Source: an optimization exercise on an open RTL-to-GDS flow (aim: small area, a short achievable clock period and few clock cycles per item). Production flows keep margins and buffers that such runs may drop. In this exercise RTL edits were held to simulation tests only and were not proved equivalent to the original. Power figures rest on the tool's default switching activity, not on a simulated workload.

==> flow/design.v (outline; a module is shown in full before it is edited, if it fits) <==
// module scm_div2: 21 lines
// module scm_sq1: 336 lines
// module scm_sq2: 350 lines
// module scm_keep: 455 lines
// module sigma_clipped_mean_unit: 205 lines
module sigma_clipped_mean_unit (
    input  logic        i_clk,
    input  logic        i_rst_n,
    input  logic        s_axis_tvalid,
    output logic        s_axis_tready,
    input  logic [15:0] s_axis_tdata,    
    output logic        m_axis_tvalid,
    input  logic        m_axis_tready,
    output logic [31:0] m_axis_tdata     
);
  // ...
==> flow/run.sh <==
#!/bin/bash
# synth_recipe.tcl (not shown) runs the flow's synth.tcl, then flattens the netlist and writes it again
# the make line also repeats each setting of config.mk as NAME=value (left out here)
make -C /OpenROAD-flow-scripts/flow DESIGN_CONFIG=/design/flow/config.mk WORK_HOME=/design/flow/orfs CLKGATE_MAP_FILE= SYNTH_SCRIPT=/design/flow/synth_recipe.tcl finish
==> flow/config.mk <==
export PLATFORM = sky130hd
export DESIGN_NAME = sigma_clipped_mean_unit
export DESIGN_NICKNAME = sigma_clipped_mean_unit
export VERILOG_FILES = /design/flow/design.v
export SDC_FILE = /design/flow/constraint.sdc
export NUM_CORES = 4
export LEC_CHECK = 0
export ABC_CLOCK_PERIOD_IN_PS = 3000
export CAP_MARGIN = 20
export CORE_MARGIN = 2
export CORE_UTILIZATION = 65
export PLACE_DENSITY = 0.75
export SLEW_MARGIN = 20
==> flow/constraint.sdc <==
create_clock -name core_clock -period 10.0 [get_ports {i_clk}]
set_input_delay 2.0000 -clock core_clock [delete_from_list [all_inputs] [get_ports {i_clk}]]
set_output_delay 2.0000 -clock core_clock [all_outputs]
set_load 0.01 [all_outputs]
==> metrics.md, run 1 <==
| Metric | Value |
|---|---|
| Fraction of the cycle the final worst path needs | `0.439` |
| Max Freq | `roughly 230 MHz` |
| Core Region | `0.0541 mm2` |
| Hold Path Cell Cnt | `0` |
| Number of core rows | `85` |
| Multi-Input Combinational | `1,855` |
| Number of library cell types mapped by synthesis | `79` |
| Global Route met3 Usage | `0.0482` |
| Cell types with the largest area share after synthesis | `sky130_fd_sc_hd__dfxtp_1 (35%), sky130_fd_sc_hd__fa_1 (21%), sky130_fd_sc_hd__edfxtp_1 (10%)` |
| Post-DRT Antenna Nets | `0` |
| Final-layout clock-cell area share | `0.0624` |
| Average cell area after synthesis | `10.8 um2` |
| Number of sinks on the clock net | `740` |
| Final sum of negative setup slack | `0 ps` |
| Final count of negative-setup-slack endpoints | `0` |
| Uppermost signal routing layer after detailed routing | `met4` |
| Power of the clock network | `2780 uW` |
| Wire length of the first global-routing pass | `128,000 um` |
| Per-cell routed wire length | `19.2 um` |
| Synth Area in Simple Gates | `0.121` |
| Root Buffer Master | `sky130_fd_sc_hd__clkbuf_16` |
| Total power | `8860 uW` |
| Most Used Layer, Global Route | `met2` |
| Run status | `timing/DRC/antenna clean` |
| Hold-critical path endpoint | `r_x[253]$_DFF_P_` |
| Worst setup path startpoint | `r_ts[37]$_DFFE_PP_` |
| Sum of routed wire segments on met1 | `roughly 31,000 um` |
| Number of levels the H-tree was split into | `3` |
| Highest-count cells in the layout ignoring fill and taps | `sky130_fd_sc_hd__dfxtp_1 (617), sky130_fd_sc_hd__inv_1 (586), sky130_fd_sc_hd__fa_1 (367), sky130_fd_sc_hd__and2_1 (274), sky130_fd_sc_hd__nand2_1 (271)` |
| Max Transition Viols Final | `0` |
| Count of inverters other than clock inverters in the layout | `589` |
Testbench counts, summed over its fixed seeds: cycles 3,528, items 192.
==> run 2: changes to the inputs <==
--- a/flow/config.mk
+++ b/flow/config.mk
@@ -10,4 +10,3 @@
 export CORE_MARGIN = 2
-export CORE_UTILIZATION = 65
-export PLACE_DENSITY = 0.75
+export CORE_UTILIZATION = 40
 export SLEW_MARGIN = 20
==> metrics.md, run 2 <==
| Metric | Value |
|---|---|
| Run status | `timing/DRC/antenna clean` |
| Max Freq | `234 MHz (+2.8%)` |
| Average cell area after synthesis | `10.8 um2 (unchanged)` |
| Hold bufs inserted after CTS | `0` |
| Mapped Cells | `3,296` |
| Maximum VDD drop | `0.000174 V` |
| Routed via count divided by cell count | `4.71` |
| Slowest stage cell on the critical path | `sky130_fd_sc_hd__fa_1` |
| Count of nets after finishing | `3,892` |
| Post-Syn Area | `0.0358 mm2` |
| Number of buffer and inverter instances along the worst setup path | `3` |
| Congestion Overflow GR | `0` |
| Placer congestion estimate | `around 0.83` |
| Clock-pin slew on the worst setup and hold paths | `60 ps` |
| CP Launch Type | `register` |
| Proportion of layout cells with a drive suffix above 1 | `0.0611` |
| Ys flop type | `sky130_fd_sc_hd__dfxtp_1` |
| Largest net degree at the start of global routing | `75` |
| Setup repair bufs after CTS | `0` |
| Most common cell after layout, fill and taps aside | `sky130_fd_sc_hd__dfxtp_1` |
| Class of the most critical setup path | `register to register` |
| All-Layer GR Usage | `0.174` |
| Most common cell in the synthesized netlist | `sky130_fd_sc_hd__dfxtp_1` |
| Highest-count cells in the layout ignoring fill and taps | `sky130_fd_sc_hd__dfxtp_1 (617), sky130_fd_sc_hd__inv_1 (586), sky130_fd_sc_hd__fa_1 (367), sky130_fd_sc_hd__and2_1 (274), sky130_fd_sc_hd__nand2_1 (272)` |
| Number of buffers added by the clock tree synthesis step | `79` |
| Total die area | `0.0918 mm2` |
| RSZ-0062 raised after global routing | `false` |
| Post-route DRC | `0` |
| Arrival time of data at the critical path endpoint | `approximately 4800 ps` |
| Register with the most flip-flops | `r_x` |
| Global Route met3 Usage | `0.0285 (-0.0197)` |
| Most Used Layer, Global Route | `met2` |
| Post-DRT Antenna Nets | `0 (unchanged)` |
| Fraction of post-synthesis cell area in the top cell type by area | `0.347` |
| Root Buffer Master | `sky130_fd_sc_hd__clkbuf_16` |
| Count of state elements after synthesis | `740` |
| Worst hold slack after final layout | `about 300 ps` |
| Number of buffer cells added on primary ports | `50` |
| Iter 0 DRT Violations | `roughly 1,200` |
| Maximum count of clock buffers along a single path | `3` |
| Setup crit end kind | `register` |
| Async set or reset register ratio after synthesis | `0` |
| Max capacitance violation total | `0` |
| Signed area change from the synthesized netlist to the final layout | `12.6%` |
| Clock latency on the worst-skew pair | `about 640 ps` |
| Registers with the highest flip-flop counts | `r_x (304), r_tc (41)` |
| Initial standard-cell utilization of the core | `0.404` |
| Kind of cell with the highest combined delay on the critical path | `compound AO/OA/AOI/OAI gates` |
| Pwr dens | `225 mW/mm2` |
| Actual slew at the worst max-slew pin | `1120 ps` |
| Critical-path maximum fanout | `29` |
| Die W | `303 um` |
| Tmin final | `4270 ps` |
| Area occupied by registers | `0.0160 mm2` |
| Fraction of met2 tracks used by global routing | `0.275` |
| Number of hold-slack violations in the final timing report | `0` |
| Vias after detailed routing | `about 22,000` |
| Number of library cell types mapped by synthesis | `79 (unchanged)` |
| Core Region | `0.0885 mm2 (+64%)` |
| Leakage component of the power | `0.0179 uW` |
| Worst Hold Class | `register to register` |
| Antenna violations before repair | `1` |
| Cts repair resizes | `0` |
| CP peak stage delay | `530 ps` |
| Cell types with the largest area share after synthesis | `sky130_fd_sc_hd__dfxtp_1 (35%), sky130_fd_sc_hd__fa_1 (21%), sky130_fd_sc_hd__edfxtp_1 (10%)` |
| Global-route track usage on met1 | `0.247` |
| Clock tree from TritonCTS | `done` |
| Fraction of the cycle the final worst path needs | `0.427 (-0.0118)` |
| Headroom to the max-slew limit | `0.252` |
| Post-DP HPWL | `53,600 um` |
| Worst Path Required | `around 11,000 ps` |
| Via count of the first global-routing pass | `22,200` |
| Post-route clock skew | `about 38 ps` |
| Multi-input logic area | `0.0171 mm2` |
| Max Transition Viols Final | `0 (unchanged)` |
| Flip-flop count of the largest register after layout | `304` |
| Place WS | `5680 ps` |
| Number of core rows | `109 (+28%)` |
| Fill cell count | `8,241` |
| Overall routed net length | `75,800 um` |
| Sequential share of the synthesized area | `0.448` |
| Number of levels the H-tree was split into | `3 (unchanged)` |
| Commonest cells in the netlist | `sky130_fd_sc_hd__dfxtp_1 (619), sky130_fd_sc_hd__inv_1 (586), sky130_fd_sc_hd__fa_1 (367)` |
| Wire length of the first global-routing pass | `124,000 um (-3.1%)` |
| First-pass iteration count of the detailed router | `5` |
| Area leader, netlist | `sky130_fd_sc_hd__dfxtp_1` |
| Final sum of negative setup slack | `0 ps (unchanged)` |
| Worst-case setup margin in the final layout | `5730 ps` |
| Number of warning messages in the yosys log | `2` |
| Per-cell routed wire length | `16.6 um (-13%)` |
| Number of flops mapped to enable cells by yosys | `121` |
| Number of sinks on the clock net | `740 (unchanged)` |
| Final count of negative-setup-slack endpoints | `0 (unchanged)` |
| Crit-path cells | `inv_1 -> fa_1 -> fa_1 -> inv_1 -> ha_1 -> a21o_1 -> a211oi_2 -> o211a_1 -> a221oi_2 -> o211ai_2 -> mux2i_4 -> buf_4 -> nand4_1 -> mux2i_1` |
| I/O pin count | `54` |
| Die outline height | `303 um` |
-- run 2: worst paths after layout --
| path | startpoint | end | slack (ps) | cells past startpoint |
|---|---|---|---|---|
| setup reg to reg | r_ts[13]$_DFFE_PP_ | r_k[4]$_SDFFE_PP0P_ | 5730 | 14 |
| hold / removal | r_x[115]$_DFF_P_ | r_x[131]$_DFF_P_ | 300 | 0 |
| hold reg to reg | r_x[115]$_DFF_P_ | r_x[131]$_DFF_P_ | 300 | 0 |
| setup / recovery | r_ts[13]$_DFFE_PP_ | r_k[4]$_SDFFE_PP0P_ | 5730 | 14 |
-- run 2: cell families (layout without fill, tap and decap cells) --
kind of cell | count (synthesis) | after routing | synth area share
simple gates | 858 | 858 | 0.121
compound gates | 324 | 324 | 0.0562
xor+xnor | 87 | 87 | 0.0215
mux | 55 | 55 | 0.0163
other cells | 1 | 4 | 0.000105
flops | 740 | 740 | 0.448
fa+ha+maj | 528 | 528 | 0.262
buf+inv | 703 | 808 | 0.0748
-- run 2: area by class of cell --
type                            count  area share
Clock inverter                     32      0.0115
Clock buffer                      108      0.0569
Multi-Input combinational cell   1855       0.424
Sequential cell                   740       0.398
Antenna cell                        1   0.0000621
Tap cell                         1165      0.0362
Inverter                          589      0.0549
Timing Repair Buffer               79      0.0180
-- run 2: per-layer routing --
| layer | vias up | routed length (um) |
|---|---|---|
| met1 | 10600 | 36200 |
| met5 | - | 0 |
| li1 | 10300 | - |
| met2 | 451 | 34200 |
| met3 | 123 | 3690 |
| met4 | 0 | 1760 |
-- run 2: stage by stage --
stage / power (uW) / util / cells / area, um2
2_1_floorplan: 5320 / - / 3298 / 35800
3_3_place_gp: 6070 / 0.424 / 4427 / 37500
3_5_place_dp: 6110 / 0.424 / 4427 / 37500
4_1_cts: 9200 / 0.455 / 4567 / 40200
5_1_grt: 9780 / 0.455 / 4568 / 40300
6_report: 9070 / 0.455 / 4569 / 40300
-- run 2: worst register-to-register path: stages (launching register included) --
cell                       delay (ps)
sky130_fd_sc_hd__edfxtp_1         360
sky130_fd_sc_hd__inv_1             80
sky130_fd_sc_hd__fa_1             430
sky130_fd_sc_hd__fa_1             530
sky130_fd_sc_hd__inv_1             50
sky130_fd_sc_hd__ha_1             280
sky130_fd_sc_hd__a21o_1           190
sky130_fd_sc_hd__a211oi_2         400
sky130_fd_sc_hd__o211a_1          310
sky130_fd_sc_hd__a221oi_2         120
sky130_fd_sc_hd__o211ai_2         390
sky130_fd_sc_hd__mux2i_4          290
sky130_fd_sc_hd__buf_4            410
sky130_fd_sc_hd__nand4_1          190
sky130_fd_sc_hd__mux2i_1          140
-- run 2: report_power, final --
| group | internal [uW] | total, uW | switching, uW |
|---|---|---|---|
| clock network | 1810 | 3040 | 1230 |
| logic | 1090 | 2510 | 1420 |
| registers | 3340 | 3530 | 196 |
| total | 6230 | 9070 | 2840 |
==> run 3: changes to the inputs <==
==> flow/flow/run.sh (new file) <==
#!/bin/bash
set -euo pipefail
MARGIN=6.5
sed "s|\"\${@:-finish}\"|SETUP_SLACK_MARGIN=${MARGIN} \"\${@:-finish}\"|" standard.sh > standard_margin.sh
grep -q "SETUP_SLACK_MARGIN=${MARGIN}" standard_margin.sh
bash standard_margin.sh finish > flow_make.log 2>&1
==> flow/standard.sh (new file) <==
#!/bin/bash
# synth_recipe.tcl (not shown) runs the flow's synth.tcl, then flattens the netlist and writes it again
# the make line also repeats each setting of config.mk as NAME=value (left out here)
make -C /OpenROAD-flow-scripts/flow DESIGN_CONFIG=/design/flow/config.mk WORK_HOME=/design/flow/orfs CLKGATE_MAP_FILE= SYNTH_SCRIPT=/design/flow/synth_recipe.tcl "${@:-finish}"
removed: flow/run.sh
==> metrics.md, run 3 <==
| Metric | Value |
|---|---|
| Run status | `timing/DRC/antenna clean` |
| Async set or reset register ratio after synthesis | `0 (unchanged)` |
| Cell types with the largest area share after synthesis | `sky130_fd_sc_hd__dfxtp_1 (35%), sky130_fd_sc_hd__fa_1 (21%), sky130_fd_sc_hd__edfxtp_1 (10%)` |
| Pwr dens | `221 mW/mm2 (-1.8%)` |
| Slowest stage cell on the critical path | `sky130_fd_sc_hd__fa_1` |
| Leakage component of the power | `0.0182 uW (+1.5%)` |
| Die outline height | `303 um (unchanged)` |
| Worst hold slack after final layout | `308 ps (+3.82 ps)` |
| Via count of the first global-routing pass | `22,300 (+0.40%)` |
| Clock-pin slew on the worst setup and hold paths | `60 ps (about the same)` |
| Final non-filler cell area | `0.0408 mm2 (+1.4%)` |
| Overall routed net length | `76,500 um (+0.82%)` |
| Count of nets after finishing | `3,941 (+1.3%)` |
| Worst path most repeated cell | `sky130_fd_sc_hd__fa_1` |
| Proportion of layout cells with a drive suffix above 1 | `0.0894 (+0.0283)` |
| Most common cell after layout, fill and taps aside | `sky130_fd_sc_hd__dfxtp_1` |
| Number of buffer and inverter instances along the worst setup path | `4 (+1)` |
| Mapped Cells | `3,296 (unchanged)` |
| Ys flop type | `sky130_fd_sc_hd__dfxtp_1` |
| CP Launch Type | `register` |
| Arrival time of data at the critical path endpoint | `4530 ps (-260 ps)` |
| Post-route DRC | `0 (unchanged)` |
| Number of levels the H-tree was split into | `3 (unchanged)` |
| Core Region | `0.0885 mm2 (unchanged)` |
| Max capacitance violation total | `0 (unchanged)` |
| Final sum of negative setup slack | `0 ps (unchanged)` |
| Crit-path cells | `inv_1 -> fa_1 -> fa_1 -> inv_2 -> ha_4 -> nand4_1 -> nor4_4 -> o211ai_1 -> a221oi_4 -> o211ai_4 -> mux2i_4 -> buf_12 -> clkbuf_16 -> a211o_1 -> nand2_1` |
| Actual slew at the worst max-slew pin | `791 ps (-330 ps)` |
| Initial standard-cell utilization of the core | `0.404 (unchanged)` |
| Die W | `303 um (unchanged)` |
| Fraction of the cycle the final worst path needs | `0.396 (-0.0310)` |
| Number of buffers added by the clock tree synthesis step | `78 (-1.3%)` |
| Routed via count divided by cell count | `4.68 (-0.56%)` |
| Congestion Overflow GR | `0 (unchanged)` |
| Post-DP HPWL | `53,600 um (about the same)` |
| Headroom to the max-slew limit | `0.472 (+0.219)` |
| Signed area change from the synthesized netlist to the final layout | `14.2%` |
| I/O pin count | `54 (unchanged)` |
| Maximum VDD drop | `0.000137 V (-21%)` |
| Critical-path maximum fanout | `7 (-76%)` |
| Number of core rows | `109 (unchanged)` |
| Vias after detailed routing | `21,600 (+0.59%)` |
| Iter 0 DRT Violations | `1,216 (+1.8%)` |
| Count of state elements after synthesis | `740 (unchanged)` |
| Number of warning messages in the yosys log | `2 (unchanged)` |
| Clock latency on the worst-skew pair | `640 ps (about the same)` |
| Post-route clock skew | `48.2 ps (+10.5 ps)` |
| Number of hold-slack violations in the final timing report | `0 (unchanged)` |
| Wire length of the first global-routing pass | `123,000 um (-0.76%)` |
| Kind of cell with the highest combined delay on the critical path | `adder cells` |
| Post-Syn Area | `0.0358 mm2 (unchanged)` |
| Largest net degree at the start of global routing | `75 (unchanged)` |
| Worst Path Required | `10,580 ps (+60 ps)` |
| Average cell area after synthesis | `10.8 um2 (unchanged)` |
| Setup crit end kind | `register` |
| Area leader, netlist | `sky130_fd_sc_hd__dfxtp_1` |
| Clock tree from TritonCTS | `done` |
| Placer congestion estimate | `0.833 (+0.23%)` |
| Max Transition Viols Final | `0 (unchanged)` |
| Area of placed instances | `0.0375 mm2 (+0.11%)` |
| Maximum count of clock buffers along a single path | `3 (unchanged)` |
| Number of library cell types mapped by synthesis | `79 (unchanged)` |
| Class of the most critical setup path | `register to register` |
| Number of buffer cells added on primary ports | `50 (unchanged)` |
| Tmin final | `3960 ps (-310 ps)` |
| Register with the most flip-flops | `r_x` |
| Highest-count cells in the layout ignoring fill and taps | `sky130_fd_sc_hd__dfxtp_1 (592), sky130_fd_sc_hd__inv_1 (576), sky130_fd_sc_hd__fa_1 (367), sky130_fd_sc_hd__and2_1 (274), sky130_fd_sc_hd__nand2_1 (272)` |
| Flip-flop count of the largest register after layout | `304 (unchanged)` |
| Fraction of post-synthesis cell area in the top cell type by area | `0.347 (unchanged)` |
| Sequential share of the synthesized area | `0.448 (unchanged)` |
| Worst Hold Class | `register to register` |
| Antenna violations before repair | `3 (+2)` |
| Most common cell in the synthesized netlist | `sky130_fd_sc_hd__dfxtp_1` |
| Commonest cells in the netlist | `sky130_fd_sc_hd__dfxtp_1 (619), sky130_fd_sc_hd__inv_1 (586), sky130_fd_sc_hd__fa_1 (367)` |
| All-Layer GR Usage | `0.173 (-0.000471)` |
| Number of flops mapped to enable cells by yosys | `121 (unchanged)` |
| Registers with the highest flip-flop counts | `r_x (304), r_tc (41)` |
| Number of sinks on the clock net | `740 (unchanged)` |
| Post-DRT Antenna Nets | `0 (unchanged)` |
| RSZ-0062 raised after global routing | `true` |
| Total die area | `0.0918 mm2 (unchanged)` |
| Per-cell routed wire length | `16.5 um (-0.33%)` |
| CP peak stage delay | `560 ps (+30 ps)` |
| Root Buffer Master | `sky130_fd_sc_hd__clkbuf_16` |
| Max Freq | `253 MHz (+7.8%)` |
| Final count of negative-setup-slack endpoints | `0 (unchanged)` |
| First-pass iteration count of the detailed router | `5 (unchanged)` |
## run 3: cell counts after synthesis
Identical to the previous run, type by type.
## run 3: cells by family after synthesis
logic type / count (synthesis) / synth area share
muxes: 55 / 0.0163
other: 1 / 0.000105
AOI/OAI and AO/OA: 324 / 0.0562
and+or+nand+nor: 858 / 0.121
buffers and inverters: 703 / 0.0748
xor gates and xnor gates: 87 / 0.0215
DFF: 740 / 0.448
adders and majority gates: 528 / 0.262
## run 3: layout make-up
| type | count | area, um2 |
|---|---|---|
| clock buffers | 114 | 2270 |
| clock inverters | 29 | 362 |
| well taps | 1165 | 1460 |
| fillers | 8290 | 47700 |
| multi-input cells | 1855 | 17300 |
| inverters | 589 | 2220 |
| flip-flops and latches | 740 | 16100 |
| diodes | 1 | 2.50 |
| repair buffers | 129 | 1160 |
## run 3: layer usage
layer	GRT usage	routed length, um	vias up	share of wire
li1	-	-	10400	-
met1	0.243	36000	10700	0.47
met2	0.273	34700	416	0.45
met3	0.0314	3970	117	0.052
met4	0.0521	1790	0	0.023
met5	0	0	-	0
## run 3: what timing repair did
item | 4_1_cts | 5_1_grt
gates cloned | 0 | 3
pin swaps | 12 | 30
buffers inserted | 28 | 15
resized for setup | 79 | 36
endpoints found under the hold margin | 0 | 0
setup endpoints to repair | 92 | 46
hold buffers | 0 | 0
## run 3: power breakdown
| group | leakage [uW] | internal (uW) | switching, uW | total (uW) |
|---|---|---|---|---|
| combinational | 0.0107 | 1130 | 1460 | 2590 |
| clock | 0.00128 | 1700 | 1210 | 2910 |
| sequential | 0.00625 | 3340 | 196 | 3530 |
| total | 0.0182 | 6170 | 2860 | 9030 |
## run 3: path summary, 6_finish.rpt
kind                                    startpoint                  end  slack [ps]  cells after the start
worst max-delay path            r_ts[30]$_DFFE_PP_  r_k[2]$_SDFFE_PP0P_        6040                     15
worst min-delay path              r_x[234]$_DFF_P_     r_x[250]$_DFF_P_         310                      0
worst max register to register  r_ts[30]$_DFFE_PP_  r_k[2]$_SDFFE_PP0P_        6040                     15
worst min register to register    r_x[234]$_DFF_P_     r_x[250]$_DFF_P_         310                      0
## run 3: stage by stage
stage	setup WS [ps]	utilization	total power (uW)	cells
after global routing	5880	0.461	9740	4621
after floorplan	6510	-	5320	3298
after global placement	5780	0.424	6060	4431
after CTS	6120	0.457	9120	4602
final	6040	0.461	9030	4622
after detailed placement	5740	0.424	6090	4431
==> module scm_div2, before the edit <==
module scm_div2 (
    input  logic [3:0] i_rem,
    input  logic [1:0] i_num,    
    input  logic [4:0] i_div,
    output logic [3:0] o_rem,
    output logic [1:0] o_quo
);
    logic [5:0] d0, d1;
    logic [4:0] t0, t1;
    logic [3:0] r0;
    always_comb begin
        t0 = {i_rem, i_num[1]};
        d0 = {1'b0, t0} - {1'b0, i_div};
        o_quo[1] = ~d0[5];
        r0 = o_quo[1] ? d0[3:0] : t0[3:0];
        t1 = {r0, i_num[0]};
        d1 = {1'b0, t1} - {1'b0, i_div};
        o_quo[0] = ~d1[5];
        o_rem = o_quo[0] ? d1[3:0] : t1[3:0];
    end
endmodule
==> module sigma_clipped_mean_unit, before the edit <==
module sigma_clipped_mean_unit (
    input  logic        i_clk,
    input  logic        i_rst_n,
    input  logic        s_axis_tvalid,
    output logic        s_axis_tready,
    input  logic [15:0] s_axis_tdata,    
    output logic        m_axis_tvalid,
    input  logic        m_axis_tready,
    output logic [31:0] m_axis_tdata     
);
    localparam int TAIL = RING_LEN - 1;
    logic [RING_LEN-1:0][15:0] r_x;
    logic [RING_LEN-1:0]       r_v;       
    logic [RING_LEN-1:0]       r_p;       
    logic                      r_ev1;     
    logic                      r_ev2;     
    logic                      r_ready;   
    logic [15:0]               r_xin;     
    logic                      r_full;    
    logic [3:0]                r_fill;
    logic                      r_lpar;    
    logic signed [SUM_BITS-1:0] r_s;
    logic [QSUM_BITS-1:0]      r_qs, r_qc;
    logic                      r_epar;    
    logic [4:0]                r_ecnt;    
    logic                      r_s2;      
    logic                      r_sp;      
    logic signed [SUM_BITS-1:0] r_sthr;
    logic [DEV_BITS-1:0]       r_d;
    logic [DSQ_BITS-1:0]       r_e2s, r_e2c;
    logic [DSQ_BITS-1:0]       r_ts, r_tc;   
    logic signed [SUM_BITS-1:0] r_ks;
    logic [4:0]                r_k;
    logic [4:0]                r_kcnt;
    logic                      r_busy, r_fix, r_ovalid, r_neg;
    logic [3:0]                r_dcnt;
    logic [3:0]                r_rem;
    logic [23:0]               r_quo;
    logic [4:0]                r_kd;
    wire tail_rec = r_v[TAIL] & ~r_ev2;
    wire accept   = s_axis_tvalid & r_ready;
    assign s_axis_tready = r_ready;
    wire div_idle = ~r_busy & ~r_fix & ~r_ovalid;
    wire edone    = r_ecnt[4];
    wire launch   = r_full & edone & div_idle;
    wire full_nxt = (r_full & ~launch) | (accept & (r_fill == 4'd15));
    always_ff @(posedge i_clk) begin
        r_x   <= {r_x[RING_LEN-2:0], tail_rec ? r_x[TAIL] : s_axis_tdata};
        r_p   <= {r_p[RING_LEN-2:0], tail_rec ? r_p[TAIL] : r_lpar};
        r_xin <= accept ? s_axis_tdata : 16'd0;
        if (!i_rst_n) begin
            r_v     <= '0;
            r_ready <= 1'b1;
        end else begin
            r_v     <= {r_v[RING_LEN-2:0], tail_rec | accept};
            r_ready <= ~(r_v[TAIL-1] & ~r_ev1) & ~full_nxt;
        end
    end
    wire signed [SUM_BITS-1:0] s_next = r_s + SUM_BITS'($signed(r_xin));
    logic [QSUM_BITS-1:0] qs_next, qc_next;
    scm_sq1 u_sq1 (
        .i_x  (r_xin),
        .i_qs (r_qs),
        .i_qc (r_qc),
        .o_s  (qs_next),
        .o_c  (qc_next)
    );
    always_ff @(posedge i_clk) begin
        r_s  <= (launch || !i_rst_n) ? SUM_BITS'(0) : s_next;
        r_qs <= (r_s2 || !i_rst_n) ? QSUM_BITS'(0) : qs_next;
        r_qc <= (r_s2 || !i_rst_n) ? QSUM_BITS'(0) : qc_next;
        if (!i_rst_n) begin
            r_full <= 1'b0;
            r_fill <= '0;
            r_lpar <= 1'b0;
        end else begin
            r_full <= full_nxt;
            if (accept) begin
                r_fill <= r_fill + 1'b1;
            end
            if (launch) begin
                r_lpar <= ~r_lpar;
            end
        end
    end
    wire cons = r_v[TAP] & (r_p[TAP] == r_epar) & ~edone;
    wire signed [DEV_BITS-1:0] d_tap = {r_x[TAP][15], r_x[TAP], 4'b0000} - DEV_BITS'(r_sthr);
    logic [DSQ_BITS-1:0] e2s_next, e2c_next;
    scm_sq2 u_sq2 (
        .i_d (r_d),
        .o_s (e2s_next),
        .o_c (e2c_next)
    );
    logic [DSQ_BITS-1:0] t_u, t_v;
    logic                keep;      
    scm_keep u_keep (
        .i_ts   (r_ts),
        .i_tc   (r_tc),
        .i_e2s  (r_e2s),
        .i_e2c  (r_e2c),
        .o_u    (t_u),
        .o_v    (t_v),
        .o_keep (keep)
    );
    always_ff @(posedge i_clk) begin
        r_d   <= launch ? DEV_BITS'(s_next) : d_tap;
        r_e2s <= e2s_next;
        r_e2c <= e2c_next;
        if (launch) begin
            r_sthr <= s_next;
            r_epar <= r_lpar;
        end
        if (r_s2) begin
            r_ts <= {r_qs, 4'b0000};
            r_tc <= {r_qc, 4'b0000};
        end else if (r_sp) begin
            r_ts <= t_u;
            r_tc <= t_v;
        end
        if (!i_rst_n) begin
            r_ecnt <= 5'd16;
            r_ev1  <= 1'b0;
            r_ev2  <= 1'b0;
            r_s2   <= 1'b0;
            r_sp   <= 1'b0;
        end else begin
            r_ev1 <= cons;
            r_ev2 <= r_ev1;
            r_s2  <= launch;
            r_sp  <= r_s2;
            if (launch) begin
                r_ecnt <= '0;
            end else if (cons) begin
                r_ecnt <= r_ecnt + 1'b1;
            end
        end
    end
    wire xfer = r_kcnt[4] & div_idle;
    wire signed [SUM_BITS-1:0] ks_add = r_ks + SUM_BITS'($signed(r_x[TAIL]));
    always_ff @(posedge i_clk) begin
        if (!i_rst_n) begin
            r_ks   <= '0;
            r_k    <= '0;
            r_kcnt <= '0;
        end else if (xfer) begin
            r_ks   <= '0;
            r_k    <= '0;
            r_kcnt <= '0;
        end else if (r_ev2) begin
            r_kcnt <= r_kcnt + 1'b1;
            if (keep) begin
                r_ks <= ks_add;
                r_k  <= r_k + 1'b1;
            end
        end
    end
    logic [3:0] rem_next;
    logic [1:0] quo_bits;
    wire  [3:0] rem_init = r_ks[SUM_BITS-1:16] + (r_ks[SUM_BITS-1] ? r_k[3:0] : 4'd0);
    scm_div2 u_div (
        .i_rem (r_rem),
        .i_num (r_quo[23:22]),
        .i_div (r_kd),
        .o_rem (rem_next),
        .o_quo (quo_bits)
    );
    always_ff @(posedge i_clk) begin
        if (xfer) begin
            r_neg <= r_ks[SUM_BITS-1];
            r_rem <= rem_init;
            r_quo <= {r_ks[15:0], 8'h00};
            r_kd  <= r_k;
        end else if (r_busy) begin
            r_rem <= rem_next;
            r_quo <= {r_quo[21:0], quo_bits};
        end else if (r_fix) begin
            r_quo <= r_quo + 24'(r_neg && (r_rem != 4'd0));
        end
        if (!i_rst_n) begin
            r_busy   <= 1'b0;
            r_fix    <= 1'b0;
            r_ovalid <= 1'b0;
            r_dcnt   <= '0;
        end else begin
            if (xfer) begin
                r_busy <= 1'b1;
                r_dcnt <= '0;
            end else if (r_busy) begin
                r_dcnt <= r_dcnt + 1'b1;
                if (r_dcnt == 4'd11) begin
                    r_busy <= 1'b0;
                    r_fix  <= 1'b1;
                end
            end
            if (r_fix) begin
                r_fix    <= 1'b0;
                r_ovalid <= 1'b1;
            end else if (r_ovalid && m_axis_tready) begin
                r_ovalid <= 1'b0;
            end
        end
    end
    assign m_axis_tvalid = r_ovalid;
    assign m_axis_tdata  = {3'b000, r_kd, r_quo};
endmodule
==> run 4: changes to the inputs <==
--- a/flow/design.v
+++ b/flow/design.v
@@ -11,3 +11,4 @@
     input  logic [1:0] i_num,    
-    input  logic [4:0] i_div,
+    input  logic [4:0] i_div,    
+    input  logic [5:0] i_div3,   
     output logic [3:0] o_rem,
@@ -15,14 +16,22 @@
 );
-    logic [5:0] d0, d1;
-    logic [4:0] t0, t1;
-    logic [3:0] r0;
+    logic [5:0] t;
+    logic [6:0] d1, d2, d3;
     always_comb begin
-        t0 = {i_rem, i_num[1]};
-        d0 = {1'b0, t0} - {1'b0, i_div};
-        o_quo[1] = ~d0[5];
-        r0 = o_quo[1] ? d0[3:0] : t0[3:0];
-        t1 = {r0, i_num[0]};
-        d1 = {1'b0, t1} - {1'b0, i_div};
-        o_quo[0] = ~d1[5];
-        o_rem = o_quo[0] ? d1[3:0] : t1[3:0];
+        t  = {i_rem, i_num};
+        d1 = {1'b0, t} - {2'b00, i_div};
+        d2 = {1'b0, t} - {1'b0, i_div, 1'b0};
+        d3 = {1'b0, t} - {1'b0, i_div3};
+        if (!d3[6]) begin
+            o_quo = 2'd3;
+            o_rem = d3[3:0];
+        end else if (!d2[6]) begin
+            o_quo = 2'd2;
+            o_rem = d2[3:0];
+        end else if (!d1[6]) begin
+            o_quo = 2'd1;
+            o_rem = d1[3:0];
+        end else begin
+            o_quo = 2'd0;
+            o_rem = t[3:0];
+        end
     end
@@ -1187,2 +1196,5 @@
     logic                      r_ev2;     
+    logic                      r_ev3;     
+    logic                      r_keep;    
+    logic [15:0]               r_xt;      
     logic                      r_ready;   
@@ -1205,3 +1217,3 @@
     logic [4:0]                r_kcnt;
-    logic                      r_busy, r_fix, r_ovalid, r_neg;
+    logic                      r_busy, r_ovalid;
     logic [3:0]                r_dcnt;
@@ -1210,2 +1222,3 @@
     logic [4:0]                r_kd;
+    logic [5:0]                r_kd3;     
     wire tail_rec = r_v[TAIL] & ~r_ev2;
@@ -1213,3 +1226,3 @@
     assign s_axis_tready = r_ready;
-    wire div_idle = ~r_busy & ~r_fix & ~r_ovalid;
+    wire div_idle = ~r_busy & ~r_ovalid;
     wire edone    = r_ecnt[4];
@@ -1309,5 +1322,8 @@
     wire xfer = r_kcnt[4] & div_idle;
-    wire signed [SUM_BITS-1:0] ks_add = r_ks + SUM_BITS'($signed(r_x[TAIL]));
+    wire signed [SUM_BITS-1:0] ks_add = r_ks + SUM_BITS'($signed(r_xt));
     always_ff @(posedge i_clk) begin
+        r_xt   <= r_x[TAIL];
+        r_keep <= keep;
         if (!i_rst_n) begin
+            r_ev3  <= 1'b0;
             r_ks   <= '0;
@@ -1315,11 +1331,14 @@
             r_kcnt <= '0;
-        end else if (xfer) begin
-            r_ks   <= '0;
-            r_k    <= '0;
-            r_kcnt <= '0;
-        end else if (r_ev2) begin
-            r_kcnt <= r_kcnt + 1'b1;
-            if (keep) begin
-                r_ks <= ks_add;
-                r_k  <= r_k + 1'b1;
+        end else begin
+            r_ev3 <= r_ev2;
+            if (xfer) begin
+                r_ks   <= '0;
+                r_k    <= '0;
+                r_kcnt <= '0;
+            end else if (r_ev3) begin
+                r_kcnt <= r_kcnt + 1'b1;
+                if (r_keep) begin
+                    r_ks <= ks_add;
+                    r_k  <= r_k + 1'b1;
+                end
             end
@@ -1329,3 +1348,5 @@
     logic [1:0] quo_bits;
-    wire  [3:0] rem_init = r_ks[SUM_BITS-1:16] + (r_ks[SUM_BITS-1] ? r_k[3:0] : 4'd0);
+    wire        ks_neg   = r_ks[SUM_BITS-1];
+    wire  [3:0] rem_init = r_ks[SUM_BITS-1:16] + (ks_neg ? r_k[3:0] : 4'd0);
+    wire  [7:0] num_low  = ks_neg ? 8'(r_k - 1'b1) : 8'h00;
     scm_div2 u_div (
@@ -1334,2 +1355,3 @@
         .i_div (r_kd),
+        .i_div3(r_kd3),
         .o_rem (rem_next),
@@ -1339,6 +1361,6 @@
         if (xfer) begin
-            r_neg <= r_ks[SUM_BITS-1];
             r_rem <= rem_init;
-            r_quo <= {r_ks[15:0], 8'h00};
+            r_quo <= {r_ks[15:0], num_low};
             r_kd  <= r_k;
+            r_kd3 <= {1'b0, r_k} + {r_k, 1'b0};
         end else if (r_busy) begin
@@ -1346,4 +1368,2 @@
             r_quo <= {r_quo[21:0], quo_bits};
-        end else if (r_fix) begin
-            r_quo <= r_quo + 24'(r_neg && (r_rem != 4'd0));
         end
@@ -1351,3 +1371,2 @@
             r_busy   <= 1'b0;
-            r_fix    <= 1'b0;
             r_ovalid <= 1'b0;
@@ -1361,10 +1380,7 @@
                 if (r_dcnt == 4'd11) begin
-                    r_busy <= 1'b0;
-                    r_fix  <= 1'b1;
+                    r_busy   <= 1'b0;
+                    r_ovalid <= 1'b1;
                 end
             end
-            if (r_fix) begin
-                r_fix    <= 1'b0;
-                r_ovalid <= 1'b1;
-            end else if (r_ovalid && m_axis_tready) begin
+            if (r_ovalid && m_axis_tready) begin
                 r_ovalid <= 1'b0;
==> flow/run.sh (new file) <==
#!/bin/bash
# synth_recipe.tcl (not shown) runs the flow's synth.tcl, then flattens the netlist and writes it again
# the make line also repeats each setting of config.mk as NAME=value (left out here)
make -C /OpenROAD-flow-scripts/flow DESIGN_CONFIG=/design/flow/config.mk WORK_HOME=/design/flow/orfs CLKGATE_MAP_FILE= SYNTH_SCRIPT=/design/flow/synth_recipe.tcl finish
removed: flow/flow/run.sh
removed: flow/standard.sh
==> metrics.md, run 4 <==
| Metric | Value |
|---|---|
| Run status | `timing/DRC/antenna clean` |
| Actual slew at the worst max-slew pin | `1070 ps (+280 ps)` |
| Fill cell count | `8,262 (-0.34%)` |
| Setup crit end kind | `output port` |
| Worst Hold Class | `register to register` |
| Number of flops mapped to enable cells by yosys | `133 (+9.9%)` |
| Max capacitance violation total | `0 (unchanged)` |
| Flip-flop count of the largest register after layout | `304 (unchanged)` |
| Number of library cell types mapped by synthesis | `65 (-18%)` |
| Number of warning messages in the yosys log | `2 (unchanged)` |
| Initial standard-cell utilization of the core | `0.402 (-0.00211)` |
| Highest-count cells in the layout ignoring fill and taps | `sky130_fd_sc_hd__dfxtp_1 (627), sky130_fd_sc_hd__inv_1 (586), sky130_fd_sc_hd__fa_1 (369), sky130_fd_sc_hd__nand2_1 (354), sky130_fd_sc_hd__and2_1 (252)` |
| Vias after detailed routing | `21,300 (-1.5%)` |
| RSZ-0062 raised after global routing | `false` |
| Area occupied by registers | `0.0166 mm2 (+3.1%)` |
| Max Transition Viols Final | `0 (unchanged)` |
| Slowest stage cell on the critical path | `sky130_fd_sc_hd__dfxtp_1` |
| Number of buffer and inverter instances along the worst setup path | `1 (-3)` |
| Clock-pin slew on the worst setup and hold paths | `60 ps (about the same)` |
| Core Region | `0.0896 mm2 (+1.2%)` |
| Die outline height | `304 um (+0.34%)` |
| Post-DRT Antenna Nets | `0 (unchanged)` |
| Number of levels the H-tree was split into | `3 (unchanged)` |
| Final sum of negative setup slack | `0 ps (unchanged)` |
| CP Launch Type | `register` |
| Kind of cell with the highest combined delay on the critical path | `flip-flops` |
| Fraction of the cycle the final worst path needs | `0.407 (+0.0108)` |
| Count of state elements after synthesis | `761 (+2.8%)` |
| Post-DP HPWL | `53,500 um (-0.27%)` |
| Wire length of the first global-routing pass | `124,000 um (+0.70%)` |
| Number of core rows | `110 (+0.92%)` |
| Class of the most critical setup path | `register to output port` |
| Post-route clock skew | `54.8 ps (+6.60 ps)` |
| Clock tree from TritonCTS | `done` |
| Number of sinks on the clock net | `761 (+2.8%)` |
| Multi-input logic area | `0.0168 mm2 (-2.8%)` |
| Leakage component of the power | `0.0182 uW (+0.18%)` |
| Post-Syn Area | `0.0360 mm2 (+0.70%)` |
| Per-cell routed wire length | `16.6 um (+0.51%)` |
| Placer congestion estimate | `0.828 (-0.56%)` |
| Maximum count of clock buffers along a single path | `3 (unchanged)` |
| Die W | `304 um (+0.34%)` |
| Overall routed net length | `76,500 um (about the same)` |
| Commonest cells in the netlist | `sky130_fd_sc_hd__dfxtp_1 (628), sky130_fd_sc_hd__inv_1 (586), sky130_fd_sc_hd__fa_1 (369)` |
| Largest net degree at the start of global routing | `65 (-13%)` |
| Signed area change from the synthesized netlist to the final layout | `12.6%` |
| I/O pin count | `54 (unchanged)` |
| Hold bufs inserted after CTS | `0 (unchanged)` |
| Cts repair resizes | `0 (-100%)` |
| Number of hold-slack violations in the final timing report | `0 (unchanged)` |
| Antenna violations before repair | `4 (+1)` |
| Ys flop type | `sky130_fd_sc_hd__dfxtp_1` |
| Async set or reset register ratio after synthesis | `0 (unchanged)` |
| Register with the most flip-flops | `r_x` |
| Congestion Overflow GR | `0 (unchanged)` |
| Number of buffer cells added on primary ports | `50 (unchanged)` |
| Iter 0 DRT Violations | `1,018 (-16%)` |
| Tmin final | `4070 ps (+108 ps)` |
| Sequential share of the synthesized area | `0.460 (+0.0119)` |
| Setup repair bufs after CTS | `0 (-100%)` |
| Critical-path maximum fanout | `20 (+13)` |
| Area leader, netlist | `sky130_fd_sc_hd__dfxtp_1` |
| Average cell area after synthesis | `10.9 um2 (+0.30%)` |
| Final count of negative-setup-slack endpoints | `0 (unchanged)` |
| Maximum VDD drop | `0.000223 V (+63%)` |
| Clock latency on the worst-skew pair | `660 ps (+20 ps)` |
| Crit-path cells | `clkdlybuf4s50_1` |
| Count of nets after finishing | `3,919 (-0.56%)` |
| Headroom to the max-slew limit | `0.286 (-0.185)` |
| Cell types with the largest area share after synthesis | `sky130_fd_sc_hd__dfxtp_1 (35%), sky130_fd_sc_hd__fa_1 (21%), sky130_fd_sc_hd__edfxtp_1 (11%)` |
| Number of buffers added by the clock tree synthesis step | `80 (+2.6%)` |
| Worst Path Required | `8000 ps (-2580 ps)` |
| Root Buffer Master | `sky130_fd_sc_hd__clkbuf_16` |
| Arrival time of data at the critical path endpoint | `2070 ps (-2460 ps)` |
| Most common cell in the synthesized netlist | `sky130_fd_sc_hd__dfxtp_1` |
| CP peak stage delay | `710 ps (+150 ps)` |
| Post-route DRC | `0 (unchanged)` |
| All-Layer GR Usage | `0.171 (-0.00211)` |
| Registers with the highest flip-flop counts | `r_x (304), r_tc (41)` |
| First-pass iteration count of the detailed router | `7 (+2)` |
| Most common cell after layout, fill and taps aside | `sky130_fd_sc_hd__dfxtp_1` |
| Proportion of layout cells with a drive suffix above 1 | `0.0564 (-0.0330)` |
| Routed via count divided by cell count | `4.64 (-1.0%)` |
| Via count of the first global-routing pass | `22,400 (+0.34%)` |
| Total die area | `0.0924 mm2 (+0.69%)` |
| Fraction of post-synthesis cell area in the top cell type by area | `0.349 (+0.00260)` |
| Worst hold slack after final layout | `314 ps (+5.57 ps)` |
| Max Freq | `246 MHz (-2.7%)` |
| Pwr dens | `225 mW/mm2 (+1.5%)` |
| Mapped Cells | `3,309 (+0.39%)` |
run 4: changes by cell type in the layout (fill, tap and decap cells not counted), moves of 26 or more:
cell and delta:
sky130_fd_sc_hd__dfxtp_1 +35, sky130_fd_sc_hd__dlygate4sd2_1 -29, sky130_fd_sc_hd__nand2_1 +82, sky130_fd_sc_hd__nor2_1 -26, sky130_fd_sc_hd__clkdlybuf4s50_1 +32, sky130_fd_sc_hd__buf_4 -39
run 4: final cells by class:
class | instances | area share
Clock buffer | 117 | 0.0571
Multi-Input combinational cell | 1846 | 0.414
Clock inverter | 31 | 0.0106
Antenna cell | 2 | 0.000123
Timing Repair Buffer | 81 | 0.0183
Tap cell | 1176 | 0.0363
Sequential cell | 761 | 0.409
Inverter | 587 | 0.0544
run 4: kinds of logic (layout without fill, tap and decap cells):
| logic type | count (synthesis) | after routing | share of synthesized area |
|---|---|---|---|
| AO/OA/AOI/OAI | 332 | 332 | 0.0563 |
| other | 1 | 5 | 0.000104 |
| multiplexers | 32 | 32 | 0.00956 |
| adder cells (fa/ha/maj) | 542 | 542 | 0.265 |
| flip-flops | 761 | 761 | 0.460 |
| AND/OR/NAND/NOR | 853 | 853 | 0.114 |
| buffers and inverters | 704 | 816 | 0.0738 |
| XOR/XNOR | 84 | 84 | 0.0204 |
run 4: path summary, 6_finish.rpt:
| check | end | from | slack [ps] | cells past startpoint |
|---|---|---|---|---|
| max | s_axis_tready | r_ready$_SDFF_PN1_ | 5930 | 1 |
| min | r_x[226]$_DFF_P_ | r_x[210]$_DFF_P_ | 310 | 0 |
| max reg2reg | r_e2c[21]$_DFF_P_ | r_d[10]$_DFF_P_ | 6140 | 9 |
| min reg2reg | r_x[226]$_DFF_P_ | r_x[210]$_DFF_P_ | 310 | 0 |
run 4: metal layers:
| layer | GRT usage | up-vias | wire [um] |
|---|---|---|---|
| met5 | 0 | - | 0 |
| met4 | 0.0648 | 0 | 2530 |
| met3 | 0.0317 | 129 | 4040 |
| met2 | 0.257 | 424 | 33100 |
| met1 | 0.246 | 10500 | 36800 |
| li1 | - | 10300 | - |
run 4: through the flow:
| stage | utilization | instance area, um2 | setup slack, ps | cells | power [uW] |
|---|---|---|---|---|---|
| finish | 0.452 | 40500 | 5930 | 4601 | 9100 |
| detailed placement | 0.421 | 37800 | 5920 | 4450 | 6150 |
| global placement | 0.421 | 37800 | 5980 | 4450 | 6100 |
| CTS | 0.452 | 40500 | 5850 | 4598 | 9240 |
| floorplan | - | 36000 | 6730 | 3311 | 5400 |
| global route | 0.452 | 40500 | 5800 | 4599 | 9830 |
run 4: where the power goes:
part	internal, uW	switching [uW]	total (uW)
Sequential	3430	205	3630
Combinational	1070	1390	2460
Clock	1740	1270	3010
Total	6240	2870	9100
Testbench counts of run 4, summed over its fixed seeds: cycles 3,528, items 192.
==> run 5: changes to the inputs <==
--- a/flow/design.v
+++ b/flow/design.v
@@ -1200,2 +1200,3 @@
     logic                      r_ready;   
+    logic                      r_ready_o; 
     logic [15:0]               r_xin;     
@@ -1225,3 +1226,4 @@
     wire accept   = s_axis_tvalid & r_ready;
-    assign s_axis_tready = r_ready;
+    assign s_axis_tready = r_ready_o;
+    wire ready_nxt = ~(r_v[TAIL-1] & ~r_ev1) & ~full_nxt;
     wire div_idle = ~r_busy & ~r_ovalid;
@@ -1235,7 +1237,9 @@
         if (!i_rst_n) begin
-            r_v     <= '0;
-            r_ready <= 1'b1;
+            r_v       <= '0;
+            r_ready   <= 1'b1;
+            r_ready_o <= 1'b1;
         end else begin
-            r_v     <= {r_v[RING_LEN-2:0], tail_rec | accept};
-            r_ready <= ~(r_v[TAIL-1] & ~r_ev1) & ~full_nxt;
+            r_v       <= {r_v[RING_LEN-2:0], tail_rec | accept};
+            r_ready   <= ready_nxt;
+            r_ready_o <= ready_nxt;
         end
==> metrics.md, run 5 <==
| Metric | Value |
|---|---|
| CP peak stage delay | `740 ps (+30 ps)` |
| Registers with the highest flip-flop counts | `r_x (304), r_tc (41)` |
| Post-DP HPWL | `53,700 um (+0.49%)` |
| Worst-case setup margin in the final layout | `5890 ps (-44.8 ps)` |
| Post-route DRC | `0 (unchanged)` |
| Slowest stage cell on the critical path | `sky130_fd_sc_hd__dfxtp_1` |
| Placer congestion estimate | `0.830 (+0.14%)` |
| Cell types with the largest area share after synthesis | `sky130_fd_sc_hd__dfxtp_1 (35%), sky130_fd_sc_hd__fa_1 (20%), sky130_fd_sc_hd__edfxtp_1 (11%)` |
| Arrival time of data at the critical path endpoint | `2110 ps (+40 ps)` |
| Worst Path Required | `8000 ps (about the same)` |
| Hold-critical path endpoint | `r_x[256]$_DFF_P_` |
| First-pass iteration count of the detailed router | `5 (-2)` |
| Overall routed net length | `75,600 um (-1.2%)` |
| CP Launch Type | `register` |
| Max Freq | `243 MHz (-1.1%)` |
| Worst Hold Class | `register to register` |
| Setup repair bufs after CTS | `0 (unchanged)` |
| Critical-path maximum fanout | `21 (+5.0%)` |
| RSZ-0062 raised after global routing | `false` |
| Number of hold-slack violations in the final timing report | `0 (unchanged)` |
| Final core area utilization | `0.452 (about the same)` |
| Tmin final | `4110 ps (+44.8 ps)` |
| Number of warning messages in the yosys log | `2 (unchanged)` |
| Final sum of negative setup slack | `0 ps (unchanged)` |
| Clock latency on the worst-skew pair | `630 ps (-30 ps)` |
| Die W | `305 um (+0.23%)` |
| Leakage component of the power | `0.0181 uW (-0.74%)` |
| Final non-filler cell area | `0.0407 mm2 (+0.31%)` |
| Iter 0 DRT Violations | `1,145 (+12%)` |
| Area occupied by registers | `0.0166 mm2 (about the same)` |
| Post-Syn Area | `0.0362 mm2 (+0.47%)` |
| Post-route clock skew | `23.5 ps (-31.3 ps)` |
| Cts repair resizes | `0 (unchanged)` |
| Async set or reset register ratio after synthesis | `0 (unchanged)` |
| Highest-count cells in the layout ignoring fill and taps | `sky130_fd_sc_hd__dfxtp_1 (625), sky130_fd_sc_hd__inv_1 (586), sky130_fd_sc_hd__fa_1 (369), sky130_fd_sc_hd__nand2_1 (348), sky130_fd_sc_hd__and2_1 (253)` |
| Post-DRT Antenna Nets | `0 (unchanged)` |
| RR Startpoint | `r_d[4]$_DFF_P_` |
| Total die area | `0.0928 mm2 (+0.46%)` |
| Root Buffer Master | `sky130_fd_sc_hd__clkbuf_16` |
| Hold Path Cell Cnt | `0 (unchanged)` |
| Maximum VDD drop | `0.000215 V (-3.5%)` |
| Headroom to the max-slew limit | `0.213 (-0.0732)` |
| Commonest cells in the netlist | `sky130_fd_sc_hd__dfxtp_1 (628), sky130_fd_sc_hd__inv_1 (587), sky130_fd_sc_hd__fa_1 (369)` |
| Max capacitance violation total | `0 (unchanged)` |
| Count of state elements after synthesis | `761 (unchanged)` |
| I/O pin count | `54 (unchanged)` |
| Die outline height | `305 um (+0.23%)` |
| Post-Layout Cell Count | `4,613 (+0.26%)` |
| Wire length of the first global-routing pass | `124,000 um (-0.26%)` |
| Via count of the first global-routing pass | `22,000 (-1.6%)` |
| Clock tree from TritonCTS | `done` |
| Actual slew at the worst max-slew pin | `1180 ps (+108 ps)` |
| Ys flop type | `sky130_fd_sc_hd__dfxtp_1` |
| Congestion Overflow GR | `0 (unchanged)` |
| Hold bufs inserted after CTS | `0 (unchanged)` |
| Hold path start | `r_x[240]$_DFF_P_` |
| Register with the most flip-flops | `r_x` |
| Number of buffer cells added on primary ports | `50 (unchanged)` |
| Pwr dens | `221 mW/mm2 (-1.4%)` |
| Vias after detailed routing | `21,300 (+0.047%)` |
| Area leader, netlist | `sky130_fd_sc_hd__dfxtp_1` |
| Fraction of post-synthesis cell area in the top cell type by area | `0.348 (-0.00163)` |
| Number of buffers added by the clock tree synthesis step | `77 (-3.8%)` |
| Core Region | `0.0899 mm2 (+0.31%)` |
| Routed via count divided by cell count | `4.63 (-0.21%)` |
| R2R setup slack | `6230 ps (+90 ps)` |
| Max Transition Viols Final | `0 (unchanged)` |
| Proportion of layout cells with a drive suffix above 1 | `0.0550 (-0.00138)` |
| Fraction of the cycle the final worst path needs | `0.411 (+0.00448)` |
| Average cell area after synthesis | `10.8 um2 (-0.31%)` |
| Setup crit end kind | `output port` |
| Multi-input logic area | `0.0170 mm2 (+0.92%)` |
| Reg-to-reg critical path endpoint | `r_e2c[25]$_DFF_P_` |
| Number of flops mapped to enable cells by yosys | `133 (unchanged)` |
| Most common cell in the synthesized netlist | `sky130_fd_sc_hd__dfxtp_1` |
| Number of levels the H-tree was split into | `3 (unchanged)` |
| Fill cell count | `8,301 (+0.47%)` |
| Kind of cell with the highest combined delay on the critical path | `flip-flops` |
| Antenna violations before repair | `4 (unchanged)` |
| Run status | `timing/DRC/antenna clean` |
| Number of buffer and inverter instances along the worst setup path | `1 (unchanged)` |
| Largest net degree at the start of global routing | `75 (+15%)` |
| Class of the most critical setup path | `register to output port` |
| Number of library cell types mapped by synthesis | `65 (unchanged)` |
| All-Layer GR Usage | `0.169 (-0.00220)` |
| Worst reg2reg path depth | `9 (unchanged)` |
| Flip-flop count of the largest register after layout | `304 (unchanged)` |
| Per-cell routed wire length | `16.4 um (-1.4%)` |
| Area of placed instances | `0.0379 mm2 (+0.36%)` |
| Final count of negative-setup-slack endpoints | `0 (unchanged)` |
| Initial standard-cell utilization of the core | `0.402 (+0.000649)` |
| Sequential share of the synthesized area | `0.458 (-0.00215)` |
| Count of nets after finishing | `3,936 (+0.43%)` |
| Placed cell count | `4,470 (+0.45%)` |
| Mapped Cells | `3,335 (+0.79%)` |
| Signed area change from the synthesized netlist to the final layout | `12.4%` |
| Number of core rows | `110 (unchanged)` |
| Number of sinks on the clock net | `761 (unchanged)` |
| Crit-path cells | `clkdlybuf4s50_1` |
| Most common cell after layout, fill and taps aside | `sky130_fd_sc_hd__dfxtp_1` |
| Maximum count of clock buffers along a single path | `3 (unchanged)` |
| Place WS | `5640 ps (-278 ps)` |
| Clock-pin slew on the worst setup and hold paths | `70 ps (about the same)` |
==> run 5: metal layers <==
layer  GRT usage  routed length [um]  vias to the layer above
met2       0.253               32500                      391
met1       0.251               38100                    10400
met5           0                   0                        -
met3      0.0284                3380                      106
li1            -                   -                    10400
met4      0.0461                1570                        0
==> run 5: worst max path at each step <==
stage / slack (ps) / to / from / depth (start not counted)
after CTS: 5860 / s_axis_tready / r_ready_o$_SDFF_PN1_ / 1
after floorplan: 6730 / r_qc[16]$_SDFF_PP0_ / r_xin[12]$_SDFF_PN0_ / 11
after global placement: 5670 / r_qs[35]$_SDFF_PP0_ / i_rst_n / 6
after detailed placement: 5640 / r_qc[32]$_SDFF_PP0_ / i_rst_n / 6
after global routing: 5790 / s_axis_tready / r_ready_o$_SDFF_PN1_ / 1
final: 5890 / s_axis_tready / r_ready_o$_SDFF_PN1_ / 1
==> run 5: kinds of logic (layout without fill, tap and decap cells) <==
logic type | after synthesis | count (layout) | share of synthesized area
other | 1 | 4 | 0.000104
adder cells (fa/ha/maj) | 542 | 542 | 0.264
XOR/XNOR | 84 | 84 | 0.0203
multiplexers | 34 | 34 | 0.0101
buffers and inverters | 707 | 806 | 0.0738
AND/OR/NAND/NOR | 871 | 871 | 0.118
flip-flops | 761 | 761 | 0.458
AO/OA/AOI/OAI | 335 | 335 | 0.0560
==> run 5: metrics by stage <==
stage	hold WS, ps	total power [uW]
2_1_floorplan	310	5320
3_3_place_gp	310	6010
3_5_place_dp	312	6030
4_1_cts	323	9130
5_1_grt	323	9690
6_report	321	9000
==> run 5: power breakdown <==
part           total, uW  internal (uW)  switching (uW)
clock               3020           1780            1230
sequential          3640           3430             207
combinational       2350           1020            1330
total               9000           6230            2770
==> run 5: final cells by class <==
class | instances | share of cell area
diodes | 1 | 0.0000615
repair buffers | 78 | 0.0177
clock buffers | 114 | 0.0568
flip-flops and latches | 761 | 0.408
inverters | 587 | 0.0542
clock inverters | 27 | 0.0105
well taps | 1176 | 0.0362
multi-input cells | 1869 | 0.417
Testbench counts of run 5, summed over its fixed seeds: cycles 3,528, items 192.
==> run 6: changes to the inputs <==
==> flow/flow/run.sh (new file) <==
#!/bin/bash
set -euo pipefail
MARGIN=6.5
EXTRA="SETUP_SLACK_MARGIN=${MARGIN} BUFFER_PORTS_ARGS=-buffer_cell\\\\ sky130_fd_sc_hd__buf_2"
sed "s|\"\${@:-finish}\"|${EXTRA} \"\${@:-finish}\"|" standard.sh > standard_tuned.sh
grep -q "SETUP_SLACK_MARGIN=${MARGIN}" standard_tuned.sh
bash standard_tuned.sh finish > flow_make.log 2>&1
==> flow/standard.sh (new file) <==
#!/bin/bash
# synth_recipe.tcl (not shown) runs the flow's synth.tcl, then flattens the netlist and writes it again
# the make line also repeats each setting of config.mk as NAME=value (left out here)
make -C /OpenROAD-flow-scripts/flow DESIGN_CONFIG=/design/flow/config.mk WORK_HOME=/design/flow/orfs CLKGATE_MAP_FILE= SYNTH_SCRIPT=/design/flow/synth_recipe.tcl "${@:-finish}"
removed: flow/run.sh
==> metrics.md, run 6 <==
| Metric | Value |
|---|---|
| Tmin final | `3410 ps (-703 ps)` |
| Run status | `timing/DRC/antenna clean` |
| Proportion of layout cells with a drive suffix above 1 | `0.0799 (+0.0249)` |
| Average cell area after synthesis | `10.8 um2 (unchanged)` |
| Vias after detailed routing | `21,500 (+0.83%)` |
| Arrival time of data at the critical path endpoint | `1410 ps (-700 ps)` |
| Area occupied by registers | `0.0166 mm2 (+0.21%)` |
| Overall routed net length | `75,300 um (-0.40%)` |
| CP Launch Type | `register` |
| Most common cell after layout, fill and taps aside | `sky130_fd_sc_hd__dfxtp_1` |
| Post-route DRC | `0 (unchanged)` |
| Number of warning messages in the yosys log | `2 (unchanged)` |
| Placer congestion estimate | `0.824 (-0.71%)` |
| Post-route clock skew | `36.0 ps (+12.5 ps)` |
| Core Region | `0.0899 mm2 (unchanged)` |
| Leakage component of the power | `0.0181 uW (+0.21%)` |
| Wire length of the first global-routing pass | `123,000 um (-0.59%)` |
| Actual slew at the worst max-slew pin | `1130 ps (-53.4 ps)` |
| Class of the most critical setup path | `register to output port` |
| Post-Syn Area | `0.0362 mm2 (unchanged)` |
| CP peak stage delay | `530 ps (-210 ps)` |
| Ys flop type | `sky130_fd_sc_hd__dfxtp_1` |
| Worst Hold Class | `register to register` |
| I/O pin count | `54 (unchanged)` |
| Antenna violations before repair | `2 (-2)` |
| Fraction of post-synthesis cell area in the top cell type by area | `0.348 (unchanged)` |
| Clock tree from TritonCTS | `done` |
| Global Route met3 Usage | `0.0248 (-0.00362)` |
| Final count of negative-setup-slack endpoints | `0 (unchanged)` |
| Largest family of logic cells by synthesized area | `adder cells` |
| Congestion Overflow GR | `0 (unchanged)` |
| Number of core rows | `110 (unchanged)` |
| Routed via count divided by cell count | `4.66 (+0.68%)` |
| Number of library cell types mapped by synthesis | `65 (unchanged)` |
| Final sum of negative setup slack | `0 ps (unchanged)` |
| Number of sinks on the clock net | `761 (unchanged)` |
| RR Startpoint | `r_xin[15]$_SDFF_PN0_` |
| Count of nets after finishing | `3,939 (+0.076%)` |
| Adder-cell share of the synthesized area | `0.264 (unchanged)` |
| Registers with the highest flip-flop counts | `r_x (304), r_tc (41)` |
| Headroom to the max-slew limit | `0.250 (+0.0367)` |
| Clock-pin slew on the worst setup and hold paths | `60 ps (about the same)` |
| Worst-case setup margin in the final layout | `6590 ps (+703 ps)` |
| Pwr dens | `224 mW/mm2 (+1.3%)` |
| Async set or reset register ratio after synthesis | `0 (unchanged)` |
| Number of levels the H-tree was split into | `3 (unchanged)` |
| Synth Area in Simple Gates | `0.118 (unchanged)` |
| Cell types with the largest area share after synthesis | `sky130_fd_sc_hd__dfxtp_1 (35%), sky130_fd_sc_hd__fa_1 (20%), sky130_fd_sc_hd__edfxtp_1 (11%)` |
| Place WS | `6270 ps (+629 ps)` |
| Total die area | `0.0928 mm2 (unchanged)` |
| Number of buffer cells added on primary ports | `50 (unchanged)` |
| Largest net degree at the start of global routing | `68 (-9.3%)` |
| Most Used Layer, Global Route | `met1` |
| Clock latency on the worst-skew pair | `650 ps (+20 ps)` |
| Critical-path maximum fanout | `21 (unchanged)` |
| Slowest stage cell on the critical path | `sky130_fd_sc_hd__dfxtp_2` |
| Die outline height | `305 um (unchanged)` |
| Kind of cell with the highest combined delay on the critical path | `flip-flops` |
| Highest-count cells in the layout ignoring fill and taps | `sky130_fd_sc_hd__dfxtp_1 (599), sky130_fd_sc_hd__inv_1 (583), sky130_fd_sc_hd__fa_1 (369), sky130_fd_sc_hd__nand2_1 (348), sky130_fd_sc_hd__and2_1 (253)` |
| First-pass iteration count of the detailed router | `5 (unchanged)` |
| Post-DP HPWL | `54,100 um (+0.61%)` |
| Worst setup path startpoint | `r_ready_o$_SDFF_PN1_` |
| Fraction of the cycle the final worst path needs | `0.341 (-0.0703)` |
| All-Layer GR Usage | `0.168 (-0.000863)` |
| Maximum VDD drop | `0.000235 V (+9.0%)` |
| Via count of the first global-routing pass | `22,000 (-0.059%)` |
| Max Freq | `293 MHz (+21%)` |
| Fill cell count | `8,363 (+0.75%)` |
| Initial standard-cell utilization of the core | `0.402 (unchanged)` |
| Multiplexer share of the synthesized area | `0.0101 (unchanged)` |
| Number of flops mapped to enable cells by yosys | `133 (unchanged)` |
| Iter 0 DRT Violations | `1,264 (+10%)` |
| Register with the most flip-flops | `r_x` |
| Count of state elements after synthesis | `761 (unchanged)` |
| Signed area change from the synthesized netlist to the final layout | `12.1%` |
| Most common cell in the synthesized netlist | `sky130_fd_sc_hd__dfxtp_1` |
| Multi-input logic area | `0.0170 mm2 (about the same)` |
| Area leader, netlist | `sky130_fd_sc_hd__dfxtp_1` |
| Total power | `9090 uW (+0.98%)` |
| Fraction of met2 tracks used by global routing | `0.249 (-0.00473)` |
| Setup crit end kind | `output port` |
| Xor/xnor cell area share of the yosys netlist | `0.0203 (unchanged)` |
| Commonest cells in the netlist | `sky130_fd_sc_hd__dfxtp_1 (628), sky130_fd_sc_hd__inv_1 (587), sky130_fd_sc_hd__fa_1 (369)` |
| Flip-flop count of the largest register after layout | `304 (unchanged)` |
| Fraction of the mapped netlist area in compound gates | `0.0560 (unchanged)` |
| Number of buffers added by the clock tree synthesis step | `79 (+2.6%)` |
| Worst Path Required | `8000 ps (about the same)` |
| Global-route track usage on met1 | `0.252 (+0.000578)` |
| Number of buffer and inverter instances along the worst setup path | `1 (unchanged)` |
| Maximum count of clock buffers along a single path | `3 (unchanged)` |
| Mapped Cells | `3,335 (unchanged)` |
| Die W | `305 um (unchanged)` |
| RSZ-0062 raised after global routing | `false` |
| Root Buffer Master | `sky130_fd_sc_hd__clkbuf_16` |
| Crit-path cells | `buf_2` |
| Post-DRT Antenna Nets | `0 (unchanged)` |
| Hold path start | `r_x[81]$_DFF_P_` |
| Max capacitance violation total | `0 (unchanged)` |
| Max Transition Viols Final | `0 (unchanged)` |
| Sequential share of the synthesized area | `0.458 (unchanged)` |
| Number of hold-slack violations in the final timing report | `0 (unchanged)` |
| Per-cell routed wire length | `16.3 um (-0.55%)` |
| Hold bufs inserted after CTS | `0 (unchanged)` |
run 6: where the power goes:
group          total, uW  switching [uW]  leakage, uW  internal (uW)
clock network       3100            1270      0.00137           1820
registers           3650             214      0.00651           3430
logic               2350            1330       0.0102           1020
run 6: area by class of cell:
class / instances / area share
diodes: 2 / 0.000123
well taps: 1176 / 0.0363
clock inverters: 37 / 0.0136
clock buffers: 109 / 0.0558
flip-flops and latches: 761 / 0.410
repair buffers: 79 / 0.0116
multi-input cells: 1869 / 0.418
inverters: 587 / 0.0547
run 6: cells by family after synthesis:
group	count (synthesis)
xor+xnor	84
compound gates	335
fa+ha+maj	542
other cells	1
mux	34
simple gates	871
buf+inv	707
flops	761
run 6: final timing paths:
check	to	slack, ps	cells past startpoint
worst max register to register	r_qc[19]$_SDFF_PP0_	6630	9
worst max-delay path	s_axis_tready	6590	1
worst min-delay path	r_x[97]$_DFF_P_	320	0
worst min register to register	r_x[97]$_DFF_P_	320	0
run 6: per-stage QoR:
step	instances	util	hold slack, ps	area, um2
floorplan	3337	-	310	36200
global placement	4467	0.419	310	37600
detailed placement	4467	0.419	312	37600
CTS	4613	0.450	321	40500
global route	4619	0.451	322	40500
finish	4620	0.451	319	40500
run 6: layer usage:
metal / vias to the layer above / share of wire
met5: - / 0
met4: 0 / 0.023
met3: 98 / 0.045
met2: 453 / 0.43
met1: 10500 / 0.50
li1: 10400 / -
run 6: worst register-to-register path: cells and delay by family (launching register included):
kind,cells,cell delay [ps]
adder cells (fa/ha/maj),4,1970
AND/OR/NAND/NOR,2,330
buffers and inverters,3,640
flip-flops,1,310
run 6: timing repair:
| action | CTS | global route |
|---|---|---|
| resized for setup | 24 | 11 |
| setup endpoints to repair | 22 | 14 |
| setup buffers | 0 | 5 |

## separate check: timing with driven ports
Ports are ideal in the flow. The routed layouts listed here were re-timed in OpenROAD. Step 1 (the two cells are an assumption about what drives the block):
set clk [get_ports {i_clk}]
set_driving_cell -lib_cell sky130_fd_sc_hd__clkbuf_16 $clk
set_driving_cell -lib_cell sky130_fd_sc_hd__buf_2 [delete_from_list [all_inputs] $clk]
Step 2 also shifts input and output timing later by t, the mid clock arrival at the registers, as if the neighbouring blocks saw the same clock. a / b / c = ideal ports / drivers / drivers and shift; a / b = the first two.
run	t (ns)	slack for setup (ns)	worst setup path at the end
run 1	0.677	5.614 / 5.614 / 5.614	register to register
run 2	0.686	5.731 / 5.731 / 5.731	register to register
run 3	0.677	6.041 / 6.041 / 6.041	register to register
run 4	0.695	5.933 / 5.868 / 5.933	input to register
run 5	0.680	5.888 / 5.828 / 5.699	input to register
run 6	0.698	6.592 / 6.528 / 6.273	input to register
After both steps setup and hold are still met in every run listed. The setup slack of run 6, which loses most, moves by -0.064 ns with the drivers and by -0.319 ns with both steps.
